This is an optimization exercise on Yosys and OpenROAD, whose aim is a short achievable clock period and few clock cycles, not a production implementation.
The RTL was checked by simulation tests, not by an equivalence proof against the original design.

`design.v`:
```
`timescale 1ns/1ps
`default_nettype none
package cpu_pkg;
  typedef logic [7:0]                byte_t;
  typedef logic [15:0]               addr_t;
  typedef logic [10-1:0] ram_index_t;
  typedef logic [2:0] flags_t;
  localparam int FLAG_N = 2;
  localparam int FLAG_Z = 1;
  localparam int FLAG_C = 0;
  typedef enum logic [1:0] {
    GROUP_CTRL    = 2'b00,
    GROUP_ALU     = 2'b01,
    GROUP_X       = 2'b10,
    GROUP_ILLEGAL = 2'b11
  } op_group_e;
  typedef enum logic [2:0] {
    ALU_ORA, ALU_AND, ALU_EOR, ALU_ADC, ALU_STA, ALU_LDA, ALU_CMP, ALU_SBC
  } alu_op_e;
  typedef enum logic [2:0] {
    MODE_IMPLIED, MODE_IMMEDIATE, MODE_ZERO_PAGE, MODE_ABSOLUTE, MODE_RELATIVE
  } addr_mode_e;
  typedef enum logic [3:0] {
    ST_FETCH_OP_ISSUE, ST_FETCH_OP_CAPTURE, ST_DECODE,
    ST_FETCH_LO_ISSUE, ST_FETCH_LO_CAPTURE,
    ST_FETCH_HI_ISSUE, ST_FETCH_HI_CAPTURE,
    ST_FETCH_ARG_ISSUE, ST_FETCH_ARG_CAPTURE,
    ST_EXECUTE, ST_WRITEBACK, ST_STORE_ISSUE, ST_STORE_FINISH,
    ST_HALTED, ST_ERROR
  } core_state_e;
endpackage
`default_nettype wire
`timescale 1ns/1ps
`default_nettype none
module program_loader (
  input  wire                 raw_clk,
  input  wire                 button_reset,
  input  wire                 load_strobe,
  input  wire cpu_pkg::byte_t load_data,
  input  wire                 load_last,
  output logic                pend_write,
  output cpu_pkg::ram_index_t pend_index,
  output cpu_pkg::byte_t      pend_data,
  output logic                start
);
  cpu_pkg::ram_index_t write_ptr;
  logic                loaded;
  logic                take;
  assign take  = button_reset && load_strobe && !loaded;
  assign start = take && load_last;
  always_ff @(posedge raw_clk)
  begin
    pend_write <= take;
    pend_data  <= load_data;
    pend_index <= write_ptr;
  end
  always_ff @(posedge raw_clk)
  begin
    if (!button_reset)
    begin
      write_ptr <= cpu_pkg::ram_index_t'(16'h0200);
      loaded    <= 1'b0;
    end
    else if (take)
    begin
      write_ptr <= write_ptr + 1'b1;
      if (load_last)
        loaded <= 1'b1;
    end
  end
endmodule
`default_nettype wire
`timescale 1ns/1ps
`default_nettype none
module program_ram (
  input  wire                      raw_clk,
  input  wire                      write,
  input  wire cpu_pkg::ram_index_t write_index,
  input  wire cpu_pkg::byte_t      write_data,
  input  wire [1023:0]             fetch_sel,
  output logic [63:0]              fetch_banks,
  input  wire [1023:0]             data_sel,
  output cpu_pkg::byte_t           data_rdata
);
  logic [8191:0] mem;
  for (genvar i = 0; i < 1024; i++)
  begin : g_byte
    always_ff @(posedge raw_clk)
      if (write && write_index == i)
        mem[i*8 +: 8] <= write_data;
  end
  for (genvar b = 0; b < 8; b++)
  begin : g_bit
    logic [1023:0] column;
    for (genvar i = 0; i < 1024; i++)
    begin : g_col
      assign column[i] = mem[i*8 + b];
    end
    assign data_rdata[b] = |(column & data_sel);
    for (genvar j = 0; j < 8; j++)
    begin : g_bank
      logic [127:0] bank_column;
      for (genvar r = 0; r < 128; r++)
      begin : g_row
        assign bank_column[r] = mem[(r*8 + j)*8 + b];
      end
      assign fetch_banks[j*8 + b] = |(bank_column & fetch_sel[j*128 +: 128]);
    end
  end
endmodule
`default_nettype wire
`timescale 1ns/1ps
`default_nettype none
module cpu_alu (
  input  wire cpu_pkg::alu_op_e alu_op,
  input  wire cpu_pkg::byte_t   alu_a,
  input  wire cpu_pkg::byte_t   alu_b,
  input  wire                   carry_in,
  output cpu_pkg::byte_t        alu_result,
  output logic                  carry_out
);
  cpu_pkg::byte_t addend;
  logic           carry_op;
  logic [8:0]     sum;
  assign addend   = (alu_op == cpu_pkg::ALU_SBC || alu_op == cpu_pkg::ALU_CMP) ? ~alu_b : alu_b;
  assign carry_op = (alu_op == cpu_pkg::ALU_CMP) ? 1'b1 : carry_in;
  assign sum      = {1'b0, alu_a} + {1'b0, addend} + {8'h00, carry_op};
  always_comb
  begin
    alu_result = sum[7:0];
    carry_out  = carry_in;
    case (alu_op)
      cpu_pkg::ALU_ORA: alu_result = alu_a | alu_b;
      cpu_pkg::ALU_AND: alu_result = alu_a & alu_b;
      cpu_pkg::ALU_EOR: alu_result = alu_a ^ alu_b;
      cpu_pkg::ALU_STA: alu_result = alu_a;
      cpu_pkg::ALU_LDA: alu_result = alu_b;
      cpu_pkg::ALU_ADC: carry_out = sum[8];
      cpu_pkg::ALU_CMP: carry_out = sum[8];
      cpu_pkg::ALU_SBC: carry_out = sum[8];
    endcase
  end
endmodule
`default_nettype wire
`timescale 1ns/1ps
`default_nettype none
module cpu_core (
  input  wire                      raw_clk,
  input  wire                      button_reset,
  input  wire                      start,
  output logic [1023:0]            fetch_sel,
  input  wire [63:0]               fetch_banks,
  output logic [1023:0]            data_sel,
  input  wire cpu_pkg::byte_t      data_rdata,
  input  wire                      pend_write,
  input  wire cpu_pkg::ram_index_t pend_index,
  output logic                     store_write,
  output cpu_pkg::ram_index_t      store_index,
  output cpu_pkg::byte_t           store_data,
  output cpu_pkg::byte_t           reg_a,
  output cpu_pkg::byte_t           reg_y,
  output cpu_pkg::addr_t           pc,
  output logic                     halted
);
  function automatic logic op_legal(cpu_pkg::byte_t op);
    logic [2:0] o, m;
    o = op[7:5];
    m = op[4:2];
    case (op[1:0])
      2'b00:
        case (m)
          3'b000:  op_legal = (o == 3'b000) || (o == 3'b101);
          3'b001:  op_legal = (o[2:1] == 2'b10);
          3'b011:  op_legal = (o[2:1] == 2'b10) || (o == 3'b010);
          3'b100:  op_legal = (o[2:1] != 2'b01);
          3'b010:  op_legal = o[2];
          3'b110:  op_legal = (o == 3'b100);
          default: op_legal = 1'b0;
        endcase
      2'b01:
        op_legal = (m == 3'b001) || (m == 3'b011) || (m == 3'b010 && o != 3'b100);
      2'b10:
        case (m)
          3'b000:         op_legal = (o == 3'b101);
          3'b001, 3'b011: op_legal = (o[2:1] == 2'b10);
          3'b010:         op_legal = o[2] && (o != 3'b111);
          default:        op_legal = 1'b0;
        endcase
      default: op_legal = 1'b0;
    endcase
  endfunction
  function automatic logic op_implied(cpu_pkg::byte_t op);
    case (op)
      8'haa, 8'ha8, 8'h8a, 8'h98, 8'he8, 8'hca, 8'hc8, 8'h88: op_implied = 1'b1;
      default: op_implied = 1'b0;
    endcase
  endfunction
  function automatic logic op_branch(cpu_pkg::byte_t op);
    op_branch = (op[4:0] == 5'b10000) && (op[7:6] != 2'b01);
  endfunction
  function automatic logic op_memory(cpu_pkg::byte_t op);
    op_memory = (op[4:2] == 3'b001) || (op[4:2] == 3'b011);
  endfunction
  function automatic logic op_store(cpu_pkg::byte_t op);
    op_store = op_memory(op) && (op[7:5] == 3'b100);
  endfunction
  function automatic logic op_sets_nz(cpu_pkg::byte_t op);
    op_sets_nz = !op_store(op) && (op[1:0] == 2'b01 || op[7:5] == 3'b101 || op_implied(op));
  endfunction
  function automatic logic op_sets_c(cpu_pkg::byte_t op);
    op_sets_c = (op[1:0] == 2'b01) && (op[7:5] == 3'b011 || op[7:6] == 2'b11);
  endfunction
  function automatic logic op_writes_a(cpu_pkg::byte_t op);
    op_writes_a = ((op[1:0] == 2'b01) && op[7:5] != 3'b100 && op[7:5] != 3'b110) ||
                  op == 8'h8a || op == 8'h98;
  endfunction
  function automatic logic op_writes_x(cpu_pkg::byte_t op);
    op_writes_x = ((op[1:0] == 2'b10) && op[7:5] == 3'b101) || op == 8'he8 || op == 8'hca;
  endfunction
  function automatic logic op_writes_y(cpu_pkg::byte_t op);
    op_writes_y = ((op[1:0] == 2'b00) && op[7:5] == 3'b101) || op == 8'hc8 || op == 8'h88;
  endfunction
  function automatic logic branch_taken(logic [2:0] o, logic n, logic z, logic c);
    case (o[2:1])
      2'b00:   branch_taken = n == o[0];
      2'b10:   branch_taken = c == o[0];
      default: branch_taken = z == o[0];
    endcase
  endfunction
  function automatic logic [1023:0] bank_rows(cpu_pkg::ram_index_t index);
    logic [15:0]  lo16;
    logic [7:0]   hi8;
    logic [127:0] row;
    for (int k = 0; k < 16; k++)
      lo16[k] = (index[6:3] == k);
    for (int k = 0; k < 8; k++)
      hi8[k] = (index[9:7] == k);
    for (int r = 0; r < 128; r++)
      row[r] = lo16[r % 16] & hi8[r / 16];
    for (int j = 0; j < 8; j++)
      for (int r = 0; r < 128; r++)
        bank_rows[j*128 + r] = (index[2:0] > j) ? row[(r + 127) % 128] : row[r];
  endfunction
  function automatic logic [1023:0] decode_index(cpu_pkg::ram_index_t index);
    logic [15:0] a16, b16;
    logic [3:0]  c4;
    for (int k = 0; k < 16; k++)
    begin
      a16[k] = (index[3:0] == k);
      b16[k] = (index[7:4] == k);
    end
    for (int k = 0; k < 4; k++)
      c4[k] = (index[9:8] == k);
    for (int i = 0; i < 1024; i++)
      decode_index[i] = a16[i % 16] & b16[(i / 16) % 16] & c4[i / 256];
  endfunction
  function automatic logic in_three(cpu_pkg::ram_index_t address, cpu_pkg::ram_index_t first);
    cpu_pkg::ram_index_t d;
    d = address - first;
    in_three = (d < 3);
  endfunction
  logic                f_run;
  logic                ir_valid;
  cpu_pkg::byte_t      ir_op, ir_b1, ir_b2;
  cpu_pkg::addr_t      ir_pc;
  cpu_pkg::ram_index_t wbase;
  logic                m_valid;
  cpu_pkg::byte_t      m_op;
  cpu_pkg::byte_t      m_imm;
  cpu_pkg::ram_index_t m_ea;
  logic                x_valid;
  cpu_pkg::byte_t      x_op;
  cpu_pkg::byte_t      x_operand;
  cpu_pkg::ram_index_t x_ea;
  logic                x_forward;
  cpu_pkg::byte_t      last_store;
  cpu_pkg::byte_t      reg_x;
  cpu_pkg::byte_t      nz_src;
  logic                flag_c;
  logic [1:0]          halt_pipe;
  logic m_store, m_memop, x_store, x_imp, x_ldx, x_ldy;
  logic mx_sets_nz, mx_sets_c, mx_wa, mx_wx, mx_wy;
  logic [2:0] x_o;
  assign m_memop = op_memory(m_op);
  assign m_store = m_valid && op_store(m_op);
  assign x_store = x_valid && op_store(x_op);
  assign x_o     = x_op[7:5];
  assign x_imp   = op_implied(x_op);
  assign x_ldx   = (x_op[1:0] == 2'b10) && (x_o == 3'b101) && !x_imp;
  assign x_ldy   = (x_op[1:0] == 2'b00) && (x_o == 3'b101) && !x_imp;
  assign mx_sets_nz = (m_valid && op_sets_nz(m_op)) || (x_valid && op_sets_nz(x_op));
  assign mx_sets_c  = (m_valid && op_sets_c(m_op)) || (x_valid && op_sets_c(x_op));
  assign mx_wa      = (m_valid && op_writes_a(m_op)) || (x_valid && op_writes_a(x_op));
  assign mx_wx      = (m_valid && op_writes_x(m_op)) || (x_valid && op_writes_x(x_op));
  assign mx_wy      = (m_valid && op_writes_y(m_op)) || (x_valid && op_writes_y(x_op));
  cpu_pkg::byte_t      op, b1, b2;
  cpu_pkg::byte_t      imp_value;
  cpu_pkg::addr_t      target, ir_pc_next;
  cpu_pkg::ram_index_t f_ea, ir_first, wnext;
  logic [1:0]          ir_len_m1, win_off;
  logic                f_imp, f_br, f_jmp, f_stop, f_len3, f_pair, f_store;
  logic                imp_src_busy, br_wait, pair_wait;
  logic                br_go, pair_go, hold, issue, stop, redirect, stale;
  cpu_pkg::byte_t      win [0:7];
  cpu_pkg::byte_t      nb0, nb1, nb2;
  logic [2:0]          s0, s1, s2;
  assign op = ir_op;
  assign b1 = ir_b1;
  assign b2 = ir_b2;
  assign f_imp   = op_implied(op);
  assign f_br    = op_branch(op);
  assign f_jmp   = (op == 8'h4c);
  assign f_stop  = !op_legal(op) || (op == 8'h00);
  assign f_len3  = (op[4:2] == 3'b011);
  assign f_pair  = f_imp && op_branch(b1);
  assign f_store = op_store(op);
  assign f_ea    = f_len3 ? {b2[10-9:0], b1} : cpu_pkg::ram_index_t'(b1);
  assign ir_len_m1 = f_pair ? 2'd2 : f_len3 ? 2'd2 : f_imp ? 2'd0 : 2'd1;
  always_comb
  begin
    case (op)
      8'he8:   imp_value = reg_x + 8'd1;
      8'hca:   imp_value = reg_x - 8'd1;
      8'h8a:   imp_value = reg_x;
      8'hc8:   imp_value = reg_y + 8'd1;
      8'h88:   imp_value = reg_y - 8'd1;
      8'h98:   imp_value = reg_y;
      default: imp_value = reg_a;
    endcase
    case (op)
      8'he8, 8'hca, 8'h8a: imp_src_busy = mx_wx;
      8'hc8, 8'h88, 8'h98: imp_src_busy = mx_wy;
      default:             imp_src_busy = mx_wa;
    endcase
  end
  assign br_go   = branch_taken(op[7:5], nz_src[7], nz_src == 8'h00, flag_c);
  assign pair_go = branch_taken(b1[7:5], imp_value[7], imp_value == 8'h00, flag_c);
  assign br_wait   = f_br && ((op[7:6] == 2'b10) ? mx_sets_c : mx_sets_nz);
  assign pair_wait = f_pair && (imp_src_busy || ((b1[7:6] == 2'b10) && mx_sets_c));
  assign hold     = ir_valid && (br_wait || pair_wait);
  assign issue    = f_run && ir_valid && !hold && !f_stop;
  assign stop     = f_run && ir_valid && f_stop;
  assign redirect = issue && (f_jmp || (f_br && br_go) || (f_pair && pair_go));
  always_comb
  begin
    if (f_jmp)
      target = {b2, b1};
    else if (f_pair)
      target = ir_pc + 16'd3 + {{8{b2[7]}}, b2};
    else
      target = ir_pc + 16'd2 + {{8{b1[7]}}, b1};
  end
  assign win_off    = ir_valid ? ir_len_m1 : 2'd0;
  assign ir_first   = wbase + cpu_pkg::ram_index_t'(win_off);
  assign ir_pc_next = ir_pc + (ir_valid ? 16'(ir_len_m1) + 16'd1 : 16'd0);
  assign stale = (x_store && in_three(x_ea, ir_first)) ||
                 (m_store && in_three(m_ea, ir_first)) ||
                 (issue && f_store && in_three(f_ea, ir_first)) ||
                 (pend_write && in_three(pend_index, ir_first));
  for (genvar j = 0; j < 8; j++)
  begin : g_win
    assign win[j] = fetch_banks[j*8 +: 8];
  end
  assign s0  = wbase[2:0] + 3'(win_off);
  assign s1  = s0 + 3'd1;
  assign s2  = s0 + 3'd2;
  assign nb0 = win[s0];
  assign nb1 = win[s1];
  assign nb2 = win[s2];
  localparam int NBT = 4;
  logic [NBT-1:0]      bt_valid;
  cpu_pkg::addr_t      bt_pc     [NBT];
  logic [23:0]         bt_key    [NBT];
  cpu_pkg::addr_t      bt_target [NBT];
  cpu_pkg::ram_index_t bt_after  [NBT];
  logic [23:0]         bt_bytes  [NBT];
  logic [1:0]          bt_next;
  logic                fill_pending;
  cpu_pkg::addr_t      fill_pc;
  logic [23:0]         fill_key;
  logic [NBT-1:0]      bt_match;
  logic                bt_hit, bt_safe, use_bt;
  cpu_pkg::addr_t      hit_target;
  cpu_pkg::ram_index_t hit_after;
  logic [23:0]         hit_bytes;
  always_comb
  begin
    hit_target = '0;
    hit_after  = '0;
    hit_bytes  = '0;
    for (int i = 0; i < NBT; i++)
    begin
      bt_match[i] = bt_valid[i] && bt_pc[i] == ir_pc && bt_key[i] == {op, b1, b2};
      hit_target  = hit_target | (bt_match[i] ? bt_target[i] : '0);
      hit_after   = hit_after | (bt_match[i] ? bt_after[i] : '0);
      hit_bytes   = hit_bytes | (bt_match[i] ? bt_bytes[i] : '0);
    end
  end
  assign bt_hit  = |bt_match;
  assign bt_safe = !(x_store && in_three(x_ea, hit_target[10-1:0])) &&
                   !(m_store && in_three(m_ea, hit_target[10-1:0]));
  assign use_bt  = redirect && bt_hit && bt_safe;
  always_ff @(posedge raw_clk)
  begin
    if (!button_reset)
    begin
      bt_valid     <= '0;
      bt_next      <= '0;
      fill_pending <= 1'b0;
    end
    else
    begin
      for (int i = 0; i < NBT; i++)
        if (x_store && in_three(x_ea, bt_target[i][10-1:0]))
          bt_valid[i] <= 1'b0;
      if (f_run && !hold && !stop)
      begin
        fill_pending <= redirect && !bt_hit;
        fill_pc      <= ir_pc;
        fill_key     <= {op, b1, b2};
        if (fill_pending && !ir_valid && !stale)
        begin
          bt_valid[bt_next]  <= 1'b1;
          bt_pc[bt_next]     <= fill_pc;
          bt_key[bt_next]    <= fill_key;
          bt_target[bt_next] <= ir_pc;
          bt_after[bt_next]  <= ir_first + 1'b1;
          bt_bytes[bt_next]  <= {nb0, nb1, nb2};
          bt_next            <= bt_next + 1'b1;
        end
      end
    end
  end
  always_comb
  begin
    if (use_bt)
      wnext = hit_after;
    else if (redirect)
      wnext = target[10-1:0];
    else if (stale)
      wnext = ir_first;
    else
      wnext = ir_first + 1'b1;
  end
  always_ff @(posedge raw_clk)
  begin
    if (!button_reset)
    begin
      f_run     <= 1'b0;
      ir_valid  <= 1'b0;
      ir_pc     <= 16'h0200;
      wbase     <= 16'h0200;
      fetch_sel <= bank_rows(16'h0200);
      halt_pipe <= '0;
      halted    <= 1'b0;
      pc        <= 16'h0200;
    end
    else
    begin
      if (start)
        f_run <= 1'b1;
      if (stop)
      begin
        f_run <= 1'b0;
        pc    <= ir_pc + 16'd1;
      end
      halt_pipe <= {halt_pipe[0], stop || halt_pipe[0]};
      halted    <= halt_pipe[1];
      if (f_run && !hold && !stop)
      begin
        ir_pc     <= use_bt ? hit_target : redirect ? target : ir_pc_next;
        ir_valid  <= use_bt || (!redirect && !stale);
        {ir_op, ir_b1, ir_b2} <= use_bt ? hit_bytes : {nb0, nb1, nb2};
        wbase     <= wnext;
        fetch_sel <= bank_rows(wnext);
      end
    end
  end
  always_ff @(posedge raw_clk)
  begin
    if (!button_reset)
    begin
      m_valid <= 1'b0;
      x_valid <= 1'b0;
    end
    else
    begin
      m_valid <= issue && !f_br && !f_jmp;
      x_valid <= m_valid;
    end
  end
  always_ff @(posedge raw_clk)
  begin
    m_op       <= op;
    m_imm      <= b1;
    m_ea       <= f_ea;
    data_sel   <= decode_index(f_ea);
    x_op       <= m_op;
    x_operand  <= m_memop ? data_rdata : m_imm;
    x_ea       <= m_ea;
    x_forward  <= x_store && m_memop && (x_ea == m_ea);
    last_store <= store_data;
  end
  cpu_pkg::byte_t operand;
  cpu_pkg::byte_t addend;
  cpu_pkg::byte_t alu_result;
  cpu_pkg::byte_t xfer_value;
  logic [8:0]     sum;
  assign operand = x_forward ? last_store : x_operand;
  assign addend  = (x_o[2:1] == 2'b11) ? ~operand : operand;
  assign sum     = {1'b0, reg_a} + {1'b0, addend} + {8'h00, (x_o == 3'b110) ? 1'b1 : flag_c};
  always_comb
  begin
    case (x_o)
      3'b000:  alu_result = reg_a | operand;
      3'b001:  alu_result = reg_a & operand;
      3'b010:  alu_result = reg_a ^ operand;
      3'b101:  alu_result = operand;
      default: alu_result = sum[7:0];
    endcase
    case (x_op)
      8'he8:   xfer_value = reg_x + 8'd1;
      8'hca:   xfer_value = reg_x - 8'd1;
      8'h8a:   xfer_value = reg_x;
      8'hc8:   xfer_value = reg_y + 8'd1;
      8'h88:   xfer_value = reg_y - 8'd1;
      8'h98:   xfer_value = reg_y;
      default: xfer_value = reg_a;
    endcase
    case (x_op[1:0])
      2'b00:   store_data = reg_y;
      2'b10:   store_data = reg_x;
      default: store_data = reg_a;
    endcase
  end
  assign store_write = x_store;
  assign store_index = x_ea;
  always_ff @(posedge raw_clk)
  begin
    if (!button_reset)
    begin
      reg_a  <= '0;
      reg_x  <= '0;
      reg_y  <= '0;
      nz_src <= 8'h01;
      flag_c <= 1'b0;
    end
    else if (x_valid && !x_store)
    begin
      if (x_imp)
      begin
        nz_src <= xfer_value;
        case (x_op)
          8'h88, 8'ha8, 8'hc8: reg_y <= xfer_value;
          8'haa, 8'hca, 8'he8: reg_x <= xfer_value;
          default:             reg_a <= xfer_value;
        endcase
      end
      else if (x_ldx)
      begin
        nz_src <= operand;
        reg_x  <= operand;
      end
      else if (x_ldy)
      begin
        nz_src <= operand;
        reg_y  <= operand;
      end
      else
      begin
        nz_src <= alu_result;
        if (x_o == 3'b011 || x_o[2:1] == 2'b11)
          flag_c <= sum[8];
        if (x_o != 3'b110)
          reg_a <= alu_result;
      end
    end
  end
endmodule
`default_nettype wire
`timescale 1ns/1ps
`default_nettype none
module led_scanner (
  input  wire                 raw_clk,
  input  wire                 button_reset,
  input  wire cpu_pkg::byte_t reg_a,
  input  wire cpu_pkg::byte_t reg_y,
  input  wire cpu_pkg::addr_t pc,
  output cpu_pkg::byte_t      leds,
  output logic [3:0]          column
);
  logic [6-1:0] scan_count;
  logic [2:0]            slot;
  logic [3:0]            column_code;
  cpu_pkg::byte_t                 shown;
  assign slot = scan_count[6-1 -: 3];
  always_comb
  begin
    case (slot[2:1])
      2'b00:   {column_code, shown} = {4'b0111, reg_a};
      2'b01:   {column_code, shown} = {4'b1011, reg_y};
      2'b10:   {column_code, shown} = {4'b1101, pc[7:0]};
      default: {column_code, shown} = {4'b1110, pc[15:8]};
    endcase
  end
  always_ff @(posedge raw_clk)
  begin
    if (!button_reset)
    begin
      scan_count <= '0;
      column     <= 4'b1111;
      leds       <= 8'hff;
    end
    else
    begin
      scan_count <= scan_count + 1'b1;
      column     <= slot[0] ? 4'b1111 : column_code;
      leds       <= slot[0] ? 8'hff : ~shown;
    end
  end
endmodule
`default_nettype wire
`timescale 1ns/1ps
`default_nettype none
module m6502_top (
  input  wire                 raw_clk,
  input  wire                 button_reset,
  input  wire                 load_strobe,
  input  wire cpu_pkg::byte_t load_data,
  input  wire                 load_last,
  output cpu_pkg::byte_t      leds,
  output logic [3:0]          column,
  output logic                halted
);
  logic                pend_write;
  cpu_pkg::ram_index_t pend_index;
  cpu_pkg::byte_t      pend_data;
  logic                start;
  logic [1023:0]       fetch_sel;
  logic [63:0]         fetch_banks;
  logic [1023:0]       data_sel;
  cpu_pkg::byte_t      data_rdata;
  logic                store_write;
  cpu_pkg::ram_index_t store_index;
  cpu_pkg::byte_t      store_data;
  cpu_pkg::byte_t      reg_a;
  cpu_pkg::byte_t      reg_y;
  cpu_pkg::addr_t      pc;
  program_loader u_loader (
    .raw_clk      (raw_clk),
    .button_reset (button_reset),
    .load_strobe  (load_strobe),
    .load_data    (load_data),
    .load_last    (load_last),
    .pend_write   (pend_write),
    .pend_index   (pend_index),
    .pend_data    (pend_data),
    .start        (start)
  );
  program_ram u_ram (
    .raw_clk     (raw_clk),
    .write       (pend_write || store_write),
    .write_index (pend_write ? pend_index : store_index),
    .write_data  (pend_write ? pend_data : store_data),
    .fetch_sel   (fetch_sel),
    .fetch_banks (fetch_banks),
    .data_sel    (data_sel),
    .data_rdata  (data_rdata)
  );
  cpu_core u_core (
    .raw_clk      (raw_clk),
    .button_reset (button_reset),
    .start        (start),
    .fetch_sel    (fetch_sel),
    .fetch_banks  (fetch_banks),
    .data_sel     (data_sel),
    .data_rdata   (data_rdata),
    .pend_write   (pend_write),
    .pend_index   (pend_index),
    .store_write  (store_write),
    .store_index  (store_index),
    .store_data   (store_data),
    .reg_a        (reg_a),
    .reg_y        (reg_y),
    .pc           (pc),
    .halted       (halted)
  );
  led_scanner u_scanner (
    .raw_clk      (raw_clk),
    .button_reset (button_reset),
    .reg_a        (reg_a),
    .reg_y        (reg_y),
    .pc           (pc),
    .leds         (leds),
    .column       (column)
  );
endmodule
`default_nettype wire
```
`run.sh`:
```
#!/bin/bash
# synth_recipe.tcl (not shown) runs the flow's synth.tcl, then flattens the netlist and writes it again
# the make line also repeats each setting of config.mk as NAME=value (left out here)
make -C /OpenROAD-flow-scripts/flow DESIGN_CONFIG=/design/flow/config.mk WORK_HOME=/design/flow/orfs CLKGATE_MAP_FILE= SYNTH_SCRIPT=/design/flow/synth_recipe.tcl finish
```
`config.mk`:
```
export PLATFORM = sky130hd
export DESIGN_NAME = m6502_top
export DESIGN_NICKNAME = m6502_top
export VERILOG_FILES = /design/flow/design.v
export SDC_FILE = /design/flow/constraint.sdc
export NUM_CORES = 8
export LEC_CHECK = 0
export ABC_CLOCK_PERIOD_IN_PS = 4000
export CAP_MARGIN = 20
export CORE_MARGIN = 2
export CORE_UTILIZATION = 45
export PLACE_DENSITY = 0.6
export SETUP_SLACK_MARGIN = 5
export SLEW_MARGIN = 20
export SYNTH_MEMORY_MAX_BITS = 16384
```
`constraint.sdc`:
```
create_clock -name core_clock -period 10.0 [get_ports {raw_clk}]
set_input_delay 2.0000 -clock core_clock [delete_from_list [all_inputs] [get_ports {raw_clk}]]
set_output_delay 2.0000 -clock core_clock [all_outputs]
set_load 0.01 [all_outputs]
```
==> flow_metrics.py <==
metrics = {
    "die": {
        "start_util_pct": 45.18,
        "die_w_um": 994.6,
        "fp-row-count": 363,
        "die_h_um": 994.6,
        "boundaryPins": 25,
    },
    "synthesis": {
        "yosys.area.top_type": "edfxtp_1",
        "netlist_area_mm2": 0.4415,
        "synth_edf_count": 8616,
        "yosysMostFrequentCell": "edfxtp_1",
        "synth.distinct_cells": 127,
        "postSynth.asyncResetShare_pct": 0,
        "yosys_most_used_dff": "edfxtp_1",
        "synthTopCellsByCount": "edfxtp_1 (8,616), a221oi_1 (3,013), a22o_1 (2,839), clkbuf_1 (2,800), a22oi_1 (2,596)",
        "synth-seq-cells": 10850,
        "postSynthAreaPerCell_um2": 13.68,
        "yosysSeqAreaShare_pct": 68.74,
        "synth_top_area_share_pct": 58.60,
        "synth_nets": 32490,
        "synth_cells": 32280,
        "synth_area_leaders": "edfxtp_1 (59%), dfxtp_1 (10%), a221oi_1 (6.0%)",
        "yosys_warnings": 5,
    },
    "run_status": {
        "status": "stopped before the end",
        "firstError": "[ERROR GRT-0116] Global routing finished with congestion. Check the congestion regions in the DRC Viewer.",
        "stop_stage": "5_1_grt",
    },
    "clock_tree": {
        "cts_htree_levels": 7,
        "numCtsBuffers": 1130,
        "cts.sinks": 10850,
        "cts_root_buf": "clkbuf_16",
        "ctsLongestPathBuffers": 5,
    },
    "global_route": {
        "grt_pass1_wl_mm": 8677,
        "grt_max_degree": 239,
        "grt_usage_pct": 144.4,
        "grt_pass1_vias": 511100,
        "grt-ovfl-total": 391300,
    },
    "place": {
        "place_hpwl_mm": 4907,
        "port_buffers": 24,
        "gp_congestion": 3.762,
    },
}
[worst max-delay path by stage]
| stage | startpoint | endpoint | slack, ns | cells past startpoint |
|---|---|---|---|---|
| after floorplan | u_core.ir_op[0] | u_core.fetch_sel[886] | 2.83 | 30 |
| after global placement | u_core.ir_b2[7] | u_core.fetch_sel[733] | 0.51 | 22 |
| after detailed placement | u_core.ir_b2[7] | u_core.fetch_sel[723] | 0.49 | 22 |
| after CTS | u_core.ir_op[2] | u_core.fetch_sel[81] | 2.94 | 30 |
[repair_timing]
action | CTS
gates cloned | 223
gates resized for setup | 2459
setup endpoints to repair | 6406
hold buffers | 0
buffers inserted | 902
pin swaps | 692
endpoints found under the hold margin | 0
[metrics by stage]
stage	std cells	area, µm²	setup slack [ns]	hold slack [ns]	utilization (%)
after floorplan	32280	441900	2.826	0.3290	-
after global placement	45120	472800	0.5129	0.3541	48.38
after detailed placement	45260	474600	0.4941	0.3604	48.56
after CTS	48440	537000	2.939	0.3723	54.95
[power by group through the flow]
stage / logic (mW) / registers, mW / clock network (mW)
CTS: 4.39 / 48.8 / 42.8
detailed placement: 3.59 / 49.8 / 0
global placement: 3.57 / 49.8 / 0
floorplan: 1.51 / 49.7 / 0
[logic make-up after synthesis]
| kind of cell | Yosys count | synth area share, % |
|---|---|---|
| DFF | 10850 | 68.74 |
| AOI/OAI and AO/OA | 10510 | 19.34 |
| and+or+nand+nor | 6932 | 7.391 |
| buffers and inverters | 3289 | 2.871 |
| xor gates and xnor gates | 323 | 0.6503 |
| adders and majority gates | 208 | 0.6149 |
| muxes | 157 | 0.3922 |
[metal layers]
layer	GRT overflow	global-route usage [%]
met3	31630	106.1
met5	2508	92.77
met1	137500	149.7
met4	23650	108.9
met2	196000	189.5
Testbench counts, summed over its fixed seeds: cycles 39,993.
